This design comes from an exercise in tuning for small area, a short achievable clock period and few clock cycles per item on the open sky130 flow, not from production work. No functional check of the RTL was part of any run shown here.

$ cat design/flow/config.mk
export PLATFORM = sky130hd
export DESIGN_NAME = keyed_sponge_hash_64
export DESIGN_NICKNAME = keyed_sponge_hash_64
export VERILOG_FILES = /design/flow/design.v
export SDC_FILE = /design/flow/constraint.sdc
export NUM_CORES = 4
export LEC_CHECK = 0
export CAP_MARGIN = 20
export CORE_MARGIN = 2
export CORE_UTILIZATION = 40
export SLEW_MARGIN = 20
$ cat design/flow/constraint.sdc
create_clock -name core_clock -period 8.0 [get_ports {clock}]
set_input_delay 1.6000 -clock core_clock [delete_from_list [all_inputs] [get_ports {clock}]]
set_output_delay 1.6000 -clock core_clock [all_outputs]
set_load 0.01 [all_outputs]
$ cat design/flow/design.v
module keyed_sponge_hash_64
(
   input  logic        clock,
   input  logic        reset,
   input  logic        req_valid,
   output logic        req_ready,
   input  logic [31:0] req_data_bytes,
   input  logic [2:0]  req_byte_count,
   input  logic        req_last_block,
   output logic        rsp_valid,
   input  logic        rsp_ready,
   output logic [63:0] rsp_digest,
   input  logic        csr_write_enable,
   input  logic [63:0] csr_write_data
);
   localparam int RPC = 1;           
   localparam logic [2:0] BodySteps  = 3'(2 / RPC);
   localparam logic [2:0] EmptySteps = 3'(4 / RPC);
   localparam logic [2:0] FinalSteps = 3'(6 / RPC);
   localparam logic [2:0] PadStep    = 3'(FinalSteps - BodySteps + 1);
   function automatic logic [31:0] rotl32(input logic [31:0] x, input integer r);
      rotl32 = (x << r) | (x >> (32 - r));
   endfunction
   function automatic logic [127:0] arx_round(input logic [127:0] w);
      logic [31:0] a, b, c, d;
      a = w[31:0];
      b = w[63:32];
      c = w[95:64];
      d = w[127:96];
      a = a + b; b = rotl32(b, 5);  b = b ^ a; a = rotl32(a, 16);
      c = c + d; d = rotl32(d, 8);  d = d ^ c;
      a = a + d; d = rotl32(d, 13); d = d ^ a;
      c = c + b; b = rotl32(b, 7);  b = b ^ c; c = rotl32(c, 16);
      arx_round = {d, c, b, a};
   endfunction
   logic        open_ff;         
   logic [2:0]  rem_ff;          
   logic        fin_ff;          
   logic        padp_ff;         
   logic [2:0]  padn_ff;         
   logic        rsp_valid_ff;
   logic [63:0]  seed_ff;
   logic [127:0] words_ff;
   logic [63:0]  digest_ff;
   logic [2:0]  n;
   logic        n_nz;
   logic        take;
   logic        take_data;       
   logic        take_pad0;       
   logic        take_open;       
   logic        step;            
   logic        close;           
   logic        stall;           
   logic        use_init;        
   assign n         = req_byte_count[2] ? 3'd4 : req_byte_count;
   assign n_nz      = (req_byte_count != 3'd0);
   assign close     = fin_ff && (rem_ff == 3'd1);
   assign stall     = close && rsp_valid_ff;
   assign step      = (rem_ff != 3'd0) && !stall;
   assign req_ready = (rem_ff == 3'd0) || ((rem_ff == 3'd1) && !stall);
   assign take      = req_valid && req_ready && !reset;
   assign take_data = take && n_nz;
   assign take_pad0 = take && !n_nz && req_last_block;
   assign take_open = take && (n_nz || req_last_block);
   assign use_init  = close ? 1'b1 : (!open_ff && (rem_ff == 3'd0));
   logic [127:0] xin;
   always_comb begin
      xin = 128'd0;
      for (int i = 0; i < 4; i++) begin
         if (take_data && (n > 3'(i))) xin[8*i+:8] = req_data_bytes[8*i+:8];
      end
      if (take_pad0) begin
         xin[7:0]   = xin[7:0]   ^ 8'h1F;
         xin[31:24] = xin[31:24] ^ 8'h80;
      end
      if (padp_ff && (rem_ff == PadStep)) begin
         xin[31:24] = xin[31:24] ^ 8'h80;
         case (padn_ff)
            3'd1:    xin[15:8]  = xin[15:8]  ^ 8'h1F;
            3'd2:    xin[23:16] = xin[23:16] ^ 8'h1F;
            3'd3:    xin[31:24] = xin[31:24] ^ 8'h1F;
            default: xin[39:32] = xin[39:32] ^ 8'h1F;
         endcase
      end
   end
   logic [127:0] rnd;
   logic [127:0] init;
   logic [127:0] base;
   always_comb begin
      rnd = words_ff;
      for (int r = 0; r < RPC; r++) rnd = arx_round(rnd);
      init = {seed_ff[63:32], 32'd0, seed_ff[31:0], 32'd0};
      if (step && !close) base = rnd;
      else if (use_init && !stall) base = init;
      else base = words_ff;
   end
   always_ff @(posedge clock) begin
      words_ff <= base ^ xin;
      if (close && !stall) digest_ff <= rnd[63:0];
   end
   always_ff @(posedge clock) begin
      if (reset) begin
         seed_ff      <= 64'd0;
         open_ff      <= 1'b0;
         rem_ff       <= 3'd0;
         fin_ff       <= 1'b0;
         padp_ff      <= 1'b0;
         padn_ff      <= 3'd0;
         rsp_valid_ff <= 1'b0;
      end else begin
         if (csr_write_enable) seed_ff <= csr_write_data;
         rsp_valid_ff <= (rsp_valid_ff && !rsp_ready) || (close && !stall);
         if (step) rem_ff <= rem_ff - 3'd1;
         if (close && !stall) fin_ff <= 1'b0;
         if (take_open) begin
            if (req_last_block) begin
               open_ff <= 1'b0;
               fin_ff  <= 1'b1;
               padp_ff <= n_nz;
               padn_ff <= n;
               rem_ff  <= n_nz ? FinalSteps : EmptySteps;
            end else begin
               open_ff <= 1'b1;
               rem_ff  <= BodySteps;
            end
         end
      end
   end
   assign rsp_valid  = rsp_valid_ff;
   assign rsp_digest = digest_ff;
endmodule
$ cat design/flow/run.sh
#!/bin/bash
# synth_recipe.tcl (not shown) runs the flow's synth.tcl, then flattens the netlist and writes it again
# the make line also repeats each setting of config.mk as NAME=value (left out here)
make -C /OpenROAD-flow-scripts/flow DESIGN_CONFIG=/design/flow/config.mk WORK_HOME=/design/flow/orfs CLKGATE_MAP_FILE= SYNTH_SCRIPT=/design/flow/synth_recipe.tcl finish
==> impl_metrics.csv, run 1 <==
group,metric,value,unit
route,totalWireLength,69.4,mm
final_layout,final_cell_mix,"clkdlybuf4s50_1 (168), edfxtp_1 (155), a21oi_1 (153)",
synth,yosysUniqueCellTypes,94,
timing,fin_crit_sh,81.1,%
flow_run,drv_cap,0,
synth,synth_mux_area_share,4.11,%
critical_path,crit_fanout,7,
global_route,grt_pass1_wl,99.6,mm
clock_network,cts_resized,0,
timing,hold_viol_final,0,
clock_network,h-tree-depth,1,
place,placed_area,20100,um^2
critical_path,path_buf_inv,0,
die,coreArea,44100,um^2
timing,finalCriticalPeriod,6.49,ns
final_layout,layout_commonest_cell,"clkdlybuf4s50_1",
route,first_pass_iters,5,
clock_network,tritoncts,"yes",
route,via_per_inst,5.78,
final_layout,diodes,0,
route,drtIter0Drc,1418,
synth,synth_warnings,1,
synth,synthFlopType,"edfxtp_1",
timing,max_clock_freq,154,MHz
die,rows,77,
global_route,track_usage,29.3,%
synth,synth_fa_ha_area_share,9.34,%
critical_path,slowest_stage,"a221oi_1",
timing,setup_viol,0,
place,port_buffers,170,
critical_path,path_class,"reg -> reg",
timing,fin_skew,0.0144,ns
critical_path,cp.required,8.31,ns
clock_network,clockBufferDepth,3,
timing,maxSlewViolCount,0,
timing,slew_headroom,19.5,%
critical_path,cp_top_family,"compound AO/OA/AOI/OAI gates",
clock_network,insertion_delay,0.60,ns
worst_hold_path,holdCritPathClass,"reg -> reg",
final_layout,area_growth,18.2,%
critical_path,critPathMaxStageDelay,0.83,ns
critical_path,end_kind,"flop",
synth,async_flop_share,0,%
die,dieArea,46400,um^2
clock_network,clkSlewWorstSetupHoldPaths,0.06,ns
synth,synth_edf_count,155,
outcome,status,"timing/DRC/antenna clean",
clock_network,clock_tree.root_cell,"clkbuf_16",
global_route,grt_max_degree,83,
clock_network,cts_made_buffers,30,
route,drcViolationCount,0,
synth,synthXorXnorAreaFrac,14.6,%
synth,synth_fp_nets,2048,
route,routedWlPerCell,27.0,um
synth,ys_seq_area_share,38.5,%
final_layout,regArea,6880,um^2
clock_network,post_cts_buffers,0,
route,ant_nets,0,
final_layout,multi_input_area,10600,um^2
timing,worst_pin_slew,1.20,ns
synth,synth_top_family_by_area,"compound AO/OA/AOI/OAI gates",
final_layout,nFillCells,4287,
place,finalWeightedCongestion,0.971,
timing,rsz0062_at_grt,"false",
clock_network,clock-sinks,266,
synth,synth-simple-area-share,12.1,%
final_layout,drive_gt1_share,5.35,%
synth,synth_compound_area_share,19.0,%
global_route,gr-total-overflow,0,
final_layout,fin_area,21100,um^2
die,io_pins,171,
critical_path,critPathLaunchType,"flop",
synth,syn_area_per_cell,9.86,um^2
die,dieWidth,215,um
timing,finalSetupTns,0,ns
critical_path,path_cells,"ha_1 > a2111o_1 > o21bai_4 > a41oi_4 > o21a_4 > o21ai_0 > xor2_1 > xor2_1 > ha_1 > nand2_1 > nor4_1 > a31o_2 > a31oi_1 > o31ai_1 > a21oi_1 > a221oi_1 > xnor2_1 > o21ai_0",
synth,netlist_instances,1812,
die,start_util,40.5,%
route,vias,14865,
global_route,grt_pass1_vias,14618,
global_route,grt_antenna_before_repair,3,
die,die_h,215,um
clock_network,cts_hold_buffers,0,
synth,ys_seq_elements,266,
synth,mappedNetlistArea,17900,um^2
final_layout,nNetsFinal,2192,
critical_path,arrival,6.80,ns
place,post-dp-hpwl,55.8,mm
## worst min-delay path: cells and delay by family (launching register included)
family	cells	cell delay, ns
AO/OA/AOI/OAI	1	0.07
flip-flops	1	0.31
AND/OR/NAND/NOR	1	0.05
## cells by family after synthesis
group / Yosys count
buffers and inverters: 105
and+or+nand+nor: 458
AOI/OAI and AO/OA: 503
muxes: 73
DFF: 266
adders and majority gates: 131
xor gates and xnor gates: 276
## per-layer routing
layer,vias to the layer above,part of all wire (%),global-route usage (%)
li1,6895,-,-
met1,7272,46,41.4
met2,581,44,46.0
met3,115,6.2,4.39
met4,2,3.7,9.63
met5,-,0.019,0
## state kept, by name (all words and copies together) (netlist names)
name and cells:
words_ff 128, digest_ff 64, seed_ff 64, padn_ff 3
rem_ff 3, fin_ff 1, open_ff 1, padp_ff 1
rsp_valid_ff 1
## area by class of cell
class | instances | share of cell area, %
Clock inverter | 15 | 0.747
Timing Repair Buffer | 180 | 8.38
Multi-Input combinational cell | 1441 | 50.2
Inverter | 37 | 0.664
Sequential cell | 266 | 32.6
Clock buffer | 41 | 3.89
Tap cell | 592 | 3.51
## worst paths after layout
| kind | start | endpoint | slack, ns | cells past startpoint |
|---|---|---|---|---|
| max | words_ff[100] | words_ff[125] | 1.51 | 18 |
| min | seed_ff[3] | words_ff[35] | 0.48 | 2 |
| max reg2reg | words_ff[100] | words_ff[125] | 1.51 | 18 |
| min reg2reg | seed_ff[3] | words_ff[35] | 0.48 | 2 |
## stage by stage
stage | cells | hold slack, ns | util, % | worst slack (ns)
6_report | 2572 | 0.479 | 47.9 | 1.51
5_1_grt | 2572 | 0.511 | 47.9 | 1.41
4_1_cts | 2572 | 0.480 | 47.8 | 1.69
3_5_place_dp | 2516 | 0.469 | 45.6 | 1.72
3_3_place_gp | 2516 | 0.468 | 45.6 | 1.67
2_1_floorplan | 1812 | 0.451 | - | 2.13
## synthesized netlist by cell type, drive strengths merged (27+ instances only)
| cell type | number | share of area (%) |
|---|---|---|
| clkbuf | 59 | 1.3 |
| xnor2 | 126 | 6.3 |
| o21ai | 107 | 3.1 |
| mux2i | 70 | 3.9 |
| nor2 | 144 | 3.0 |
| and2 | 32 | 1.1 |
| dfxtp | 111 | 12 |
| ha | 127 | 8.9 |
| nand2 | 138 | 2.9 |
| nand3 | 28 | 0.78 |
| a21o | 48 | 2.0 |
| edfxtp | 155 | 26 |
| a21oi | 154 | 4.3 |
| inv | 37 | 0.78 |
| a22o | 27 | 1.3 |
| xor2 | 140 | 7.1 |
==> run 2, diff against run 1 <==
--- a/design/flow/config.mk
+++ b/design/flow/config.mk
@@ -8,4 +8,5 @@
 export CAP_MARGIN = 20
 export CORE_MARGIN = 2
 export CORE_UTILIZATION = 40
+export SETUP_SLACK_MARGIN = 5
 export SLEW_MARGIN = 20
==> run 2 against run 1 <==
Net effect:
- critical path type unchanged
- sequential cell count unchanged
- wire length up 13%
- clock skew up 0.011 ns
- first-iteration DRC count up 3.4%
- critical endpoint is now words_ff[127]
- synthesized cell count unchanged
==> impl_metrics.csv, run 2 <==
group,metric,value,unit
route,ant_nets,0,
timing,maxSlewViolCount,0,
critical_path,path_class,"reg -> reg",
final_layout,area_growth,65.3,%
worst_hold_path,min_to,"words_ff[35]",
synth,ys_seq_area_share,38.5,%
route,vias,16817,
place,port_buffers,170,
timing,finalSetupTns,0,ns
timing,slew_headroom,23.3,%
timing,fin_skew,0.0254,ns
global_route,grt_max_degree,84,
critical_path,reg2reg_slack,2.68,ns
synth,async_flop_share,0,%
route,routedWlPerCell,26.7,um
place,finalWeightedCongestion,0.963,
timing,hold_viol_final,0,
critical_path,reg2reg_from,"words_ff[96]",
final_layout,nNetsFinal,2552,
worst_hold_path,hold_start,"seed_ff[3]",
clock_network,clkSlewWorstSetupHoldPaths,0.06,ns
critical_path,arrival,5.77,ns
global_route,grt_antenna_before_repair,0,
worst_hold_path,holdPathStages,2,
final_layout,drive_gt1_share,43.0,%
synth,yosysUniqueCellTypes,94,
worst_hold_path,holdCritPathClass,"reg -> reg",
die,io_pins,171,
critical_path,end_kind,"flop",
synth,mappedNetlistArea,17900,um^2
final_layout,largest_reg_flops,128,
global_route,gr-total-overflow,0,
timing,finalCriticalPeriod,5.32,ns
die,coreArea,44100,um^2
outcome,status,"timing/DRC/antenna clean",
clock_network,cts_made_buffers,31,
clock_network,clock-sinks,266,
synth,yosysMostFrequentCell,"edfxtp_1",
place,post-dp-hpwl,57.4,mm
die,rows,77,
final_layout,top_register,"words_ff",
synth,yosysTopAreaCellShare,26.1,%
timing,rsz0062_at_grt,"true",
synth,ys_seq_elements,266,
final_layout,top_regs,"words_ff x128, digest_ff x64, seed_ff x64",
synth,synth_warnings,1,
clock_network,h-tree-depth,1,
route,via_per_inst,5.73,
timing,worst_pin_slew,1.14,ns
route,drcViolationCount,0,
critical_path,crit_fanout,3,
critical_path,worst_r2r_endpoint,"words_ff[127]",
route,totalWireLength,78.4,mm
die,dieWidth,215,um
synth,netlist_instances,1812,
synth,synth_edf_count,155,
synth,syn_area_per_cell,9.86,um^2
final_layout,diodes,0,
synth,synth_top_area_cell,"edfxtp_1",
global_route,grt_pass1_wl,111,mm
die,dieArea,46400,um^2
final_layout,fin_util,66.9,%
die,die_h,215,um
critical_path,cp.required,8.45,ns
global_route,grt_pass1_vias,16531,
global_route,track_usage,32.5,%
critical_path,ff2ff_path_depth,23,
final_layout,layout_commonest_cell,"buf_4",
clock_network,clockBufferDepth,3,
route,drtIter0Drc,1466,
clock_network,tritoncts,"yes",
synth,synthTopCellsByArea,"edfxtp_1 (26%), dfxtp_1 (12%), ha_1 (8.9%), xor2_1 (6.7%), xnor2_1 (6.1%)",
die,start_util,40.5,%
synth,yosys-top-cells-count,"edfxtp_1 (155), a21oi_1 (153), nor2_1 (143)",
timing,setup_viol,0,
clock_network,clock_tree.root_cell,"clkbuf_16",
timing,max_clock_freq,188,MHz
final_layout,final_cell_mix,"buf_4 (231), edfxtp_1 (155), nand2_1 (119)",
clock_network,insertion_delay,0.61,ns
timing,fin_crit_sh,66.5,%
route,first_pass_iters,6,
final_layout,nFillCells,3469,
synth,synthFlopType,"edfxtp_1",
synth,synth_fp_nets,2048,
flow_run,drv_cap,0,
critical_path,critPathLaunchType,"flop",
## run 2: worst max-delay path, cell delays in order (launching register included)
cell,delay (ns)
edfxtp_1,0.40
ha_2,0.21
fa_2,0.35
a21o_1,0.22
a311oi_2,0.34
o31a_1,0.21
o221a_4,0.21
o21ai_4,0.07
a21o_1,0.19
a21oi_4,0.17
xnor2_4,0.11
buf_12,0.16
xor2_4,0.16
ha_4,0.30
nand4_1,0.16
nor4_4,0.22
a31o_2,0.24
a31oi_4,0.05
o31ai_4,0.33
o21ai_2,0.10
xnor2_2,0.15
xnor2_2,0.39
xnor3_1,0.28
o21ai_1,0.12
## run 2: how the worst max path moves through the flow
| stage | from | endpoint | slack, ns |
|---|---|---|---|
| finish | words_ff[96] | words_ff[127] | 2.68 |
| floorplan | words_ff[100] | words_ff[127] | 3.32 |
| global route | words_ff[32] | words_ff[127] | 2.58 |
| detailed placement | words_ff[97] | words_ff[127] | 1.90 |
| CTS | words_ff[96] | words_ff[63] | 2.92 |
| global placement | words_ff[65] | words_ff[127] | 1.86 |
## run 2: timing repair
item                                    4_1_cts  5_1_grt
hold buffers                                  0        0
cloned                                        2        0
pin swaps                                   177      183
gates resized for setup                     628      254
buffers inserted                            255      105
endpoints found under the setup margin      350      252
## run 2: cells by family (layout without fill, tap and decap cells)
logic type | after synthesis | in the layout | synth area share, %
AND/OR/NAND/NOR | 458 | 459 | 12.1
adder cells (fa/ha/maj) | 131 | 131 | 9.34
multiplexers | 73 | 73 | 4.11
buffers and inverters | 105 | 633 | 2.30
AO/OA/AOI/OAI | 503 | 503 | 19.0
flip-flops | 266 | 266 | 38.5
XOR/XNOR | 276 | 276 | 14.6
## run 2: area by class of cell
cell class                 instances  area [um^2]  area share (%)
multi-input combinational       1442        15600            52.8
clock buffer                      43          903            3.06
tap                              592          741            2.51
timing repair buffer             537         5060            17.1
inverter                          37          150           0.509
sequential                       266         6900            23.4
timing repair inverter             1         7.51          0.0254
clock inverter                    15          181           0.615
## run 2: through the flow
stage / area, um^2 / hold slack (ns) / setup WS, ns / std cells
floorplan: 18600 / 0.451 / 3.32 / 1812
global placement: 20700 / 0.474 / 1.86 / 2513
detailed placement: 20700 / 0.482 / 1.90 / 2513
CTS: 27200 / 0.489 / 2.92 / 2828
global route: 29500 / 0.523 / 2.58 / 2933
finish: 29500 / 0.482 / 2.68 / 2933
## run 2: per-layer routing
layer	global-route usage [%]	share of wire, %	routed length [um]
met1	43.8	42	33200
met2	51.8	45	35500
met3	4.83	6.7	5220
met4	14.3	5.7	4500
met5	0	0	0
==> run 3, diff against run 2 <==
--- a/design/flow/design.v
+++ b/design/flow/design.v
@@ -13,7 +13,7 @@
    input  logic        csr_write_enable,
    input  logic [63:0] csr_write_data
 );
-   localparam int RPC = 1;           
+   localparam int RPC = 2;           
    localparam logic [2:0] BodySteps  = 3'(2 / RPC);
    localparam logic [2:0] EmptySteps = 3'(4 / RPC);
    localparam logic [2:0] FinalSteps = 3'(6 / RPC);
--- a/design/flow/config.mk
+++ b/design/flow/config.mk
@@ -8,5 +8,4 @@
 export CAP_MARGIN = 20
 export CORE_MARGIN = 2
 export CORE_UTILIZATION = 40
-export SETUP_SLACK_MARGIN = 5
 export SLEW_MARGIN = 20
==> run 3 against run 2 <==
Net effect:
- the layout now fails its checks (setup timing)
- wire length increased by 70%
- highest routed layer is now met5
- die area up 34%
- register-to-register slack worse by 4.2 ns
- via count grew 66%
- sequential share of layout area shrank 7.2 points
==> impl_metrics.csv, run 3 <==
group,metric,value,unit
clock_network,clock_tree.root_cell,"clkbuf_16",
synth,synth_fp_nets,2990,
critical_path,critPathLaunchType,"flop",
critical_path,crit_fanout,3,
final_layout,area_growth,76.6,%
die,die_h,250,um
timing,worst_pin_slew,0.940,ns
critical_path,arrival,9.81,ns
die,io_pins,171,
final_layout,largest_reg_flops,128,
clock_network,cts_hold_buffers,0,
outcome,status,"complete, but fails checks",
clock_network,clockBufferDepth,3,
global_route,grt_pass1_vias,28003,
timing,max_clock_freq,105,MHz
timing,hold_viol_final,0,
route,ant_nets,0,
die,dieArea,62300,um^2
die,rows,90,
critical_path,critPathMaxStageDelay,0.40,ns
timing,fin_skew,0.0173,ns
route,via_per_inst,5.52,
timing,fin_ws,-1.48,ns
synth,synth_top_area_cell,"edfxtp_1",
synth,ys_seq_area_share,28.5,%
final_layout,top_regs,"words_ff x128, digest_ff x64, seed_ff x64",
timing,slew_headroom,37.3,%
die,start_util,40.2,%
critical_path,path_class,"reg -> reg",
synth,mappedNetlistArea,24100,um^2
place,post-dp-hpwl,110,mm
timing,maxSlewViolCount,0,
global_route,gr-total-overflow,0,
clock_network,insertion_delay,0.59,ns
global_route,grt_pass1_wl,186,mm
synth,synth_warnings,1,
synth,yosysMostFrequentCell,"xnor2_1",
route,totalWireLength,133,mm
clock_network,clkSlewWorstSetupHoldPaths,0.06,ns
route,routedWlPerCell,26.4,um
critical_path,cp_common_cell,"a21o_1",
clock_network,clock-sinks,266,
synth,async_flop_share,0,%
timing,fin_crit_sh,119,%
timing,finalCriticalPeriod,9.48,ns
flow_run,drv_cap,0,
synth,synthTopCellsByArea,"edfxtp_1 (19%), ha_1 (13%), xnor2_1 (9.9%), dfxtp_1 (9.2%), xor2_1 (9.2%)",
timing,rsz0062_at_grt,"true",
synth,yosysTopAreaCellShare,19.3,%
synth,ys_seq_elements,266,
critical_path,end_kind,"flop",
die,dieWidth,250,um
synth,netlist_instances,2625,
critical_path,cp_top_family,"compound AO/OA/AOI/OAI gates",
critical_path,reg2reg_slack,-1.48,ns
place,finalWeightedCongestion,1.10,
worst_hold_path,holdCritPathClass,"reg -> reg",
worst_hold_path,holdPathStages,2,
final_layout,nNetsFinal,4605,
final_layout,final_cell_mix,"buf_4 (1326), xor2_1 (214), ha_1 (212)",
route,first_pass_iters,7,
final_layout,fin_util,70.9,%
route,drcViolationCount,0,
timing,finalSetupTns,-128.33,ns
critical_path,slowest_stage,"fa_2",
die,coreArea,60000,um^2
place,pre_cts_slack,-1.91,ns
global_route,grt_antenna_before_repair,7,
critical_path,cp.required,8.33,ns
global_route,track_usage,41.3,%
place,port_buffers,170,
critical_path,ff2ff_path_depth,53,
outcome,so_faults,"setup timing",
synth,synth_edf_count,155,
critical_path,cp.depth,53,
final_layout,fin_cells,5045,
critical_path,path_buf_inv,9,
synth,syn_area_per_cell,9.19,um^2
final_layout,top_register,"words_ff",
synth,synthFlopType,"edfxtp_1",
final_layout,drive_gt1_share,46.4,%
synth,yosysUniqueCellTypes,79,
timing,setup_viol,154,
clock_network,h-tree-depth,1,
clock_network,cts_made_buffers,28,
synth,yosys-top-cells-count,"xnor2_1 (273), xor2_1 (253), ha_1 (252)",
final_layout,layout_commonest_cell,"buf_4",
clock_network,tritoncts,"yes",
route,vias,27862,
route,drtIter0Drc,2694,
place,dp_cells,4826,
global_route,grt_max_degree,76,
[run 3: area by class of cell]
type	count	area, um^2
Clock buffer	36	782
Inverter	97	365
Timing Repair Buffer	1634	13300
Sequential cell	266	6880
Clock inverter	16	165
Tap cell	782	978
Multi-Input combinational cell	2213	20100
Antenna cell	1	2.50
Fill cell	4501	17400
[run 3: worst reg2reg max path: cells and delay by family (launching register included)]
kind                       cells  cell delay, ns
xor gates and xnor gates       6            1.12
DFF                            1            0.36
buffers and inverters          9            1.13
AOI/OAI and AO/OA             25            4.49
and+or+nand+nor                7            0.66
adders and majority gates      6            1.46
[run 3: cell families (layout without fill, tap and decap cells)]
family                   Yosys count  count (layout)  synth area share [%]
multiplexers                      71              71                  2.95
buffers and inverters            146            1783                  2.27
flip-flops                       266             266                  28.5
AND/OR/NAND/NOR                  595             595                  11.6
other                              0               1                     0
XOR/XNOR                         549             549                  21.1
AO/OA/AOI/OAI                    738             738                  19.8
adder cells (fa/ha/maj)          260             260                  13.7
[run 3: path summary, 6_finish.rpt]
path               startpoint      endpoint
setup / recovery  words_ff[0]  words_ff[62]
hold / removal     padn_ff[2]    padn_ff[2]
setup reg to reg  words_ff[0]  words_ff[62]
hold reg to reg    padn_ff[2]    padn_ff[2]
[run 3: layer usage]
metal / up-vias / global-route usage, % / share of wire [%]
li1: 12649 / - / -
met1: 13557 / 52.3 / 40
met2: 1293 / 64.8 / 44
met3: 355 / 7.61 / 8.5
met4: 8 / 26.8 / 7.7
met5: - / 0 / 0.042
[run 3: what timing repair did]
| item | 4_1_cts | 5_1_grt |
|---|---|---|
| pin swaps | 291 | 141 |
| resized for setup | 480 | 189 |
| setup buffers | 156 | 57 |
| endpoints found under the setup margin | 168 | 177 |
[run 3: metrics by stage]
step                      instance area, um^2  hold slack, ns
after floorplan                         24400           0.450
after global placement                  36700           0.462
after detailed placement                36700           0.473
after CTS                               41300           0.480
after global routing                    42600           0.513
final                                   42600           0.489

separate check: timing with driven ports:
The flow's constraints put no driver on any port. The routed layouts listed below were extracted and timed again, unchanged, in two steps. Step 1, drivers: a clkbuf_16 drives clock and a buf_2 each remaining input, both assumed. Step 2 moves the port delays by t, midway between the first and last clock arrival at a register: inputs arrive t later, outputs are due t later. That takes back most of the time a late clock gives input paths. Slacks: ideal / step 1 / step 2; pairs: ideal / step 1.
run	shift t [ns]	slack for setup (ns)	worst slew at a driven data input, ns
run 1	0.656	1.512 / 1.512 / 1.512	0.06
run 2	0.659	2.681 / 2.681 / 2.681	0.06
run 3	0.639	-1.482 / -1.482 / -1.482	0.09
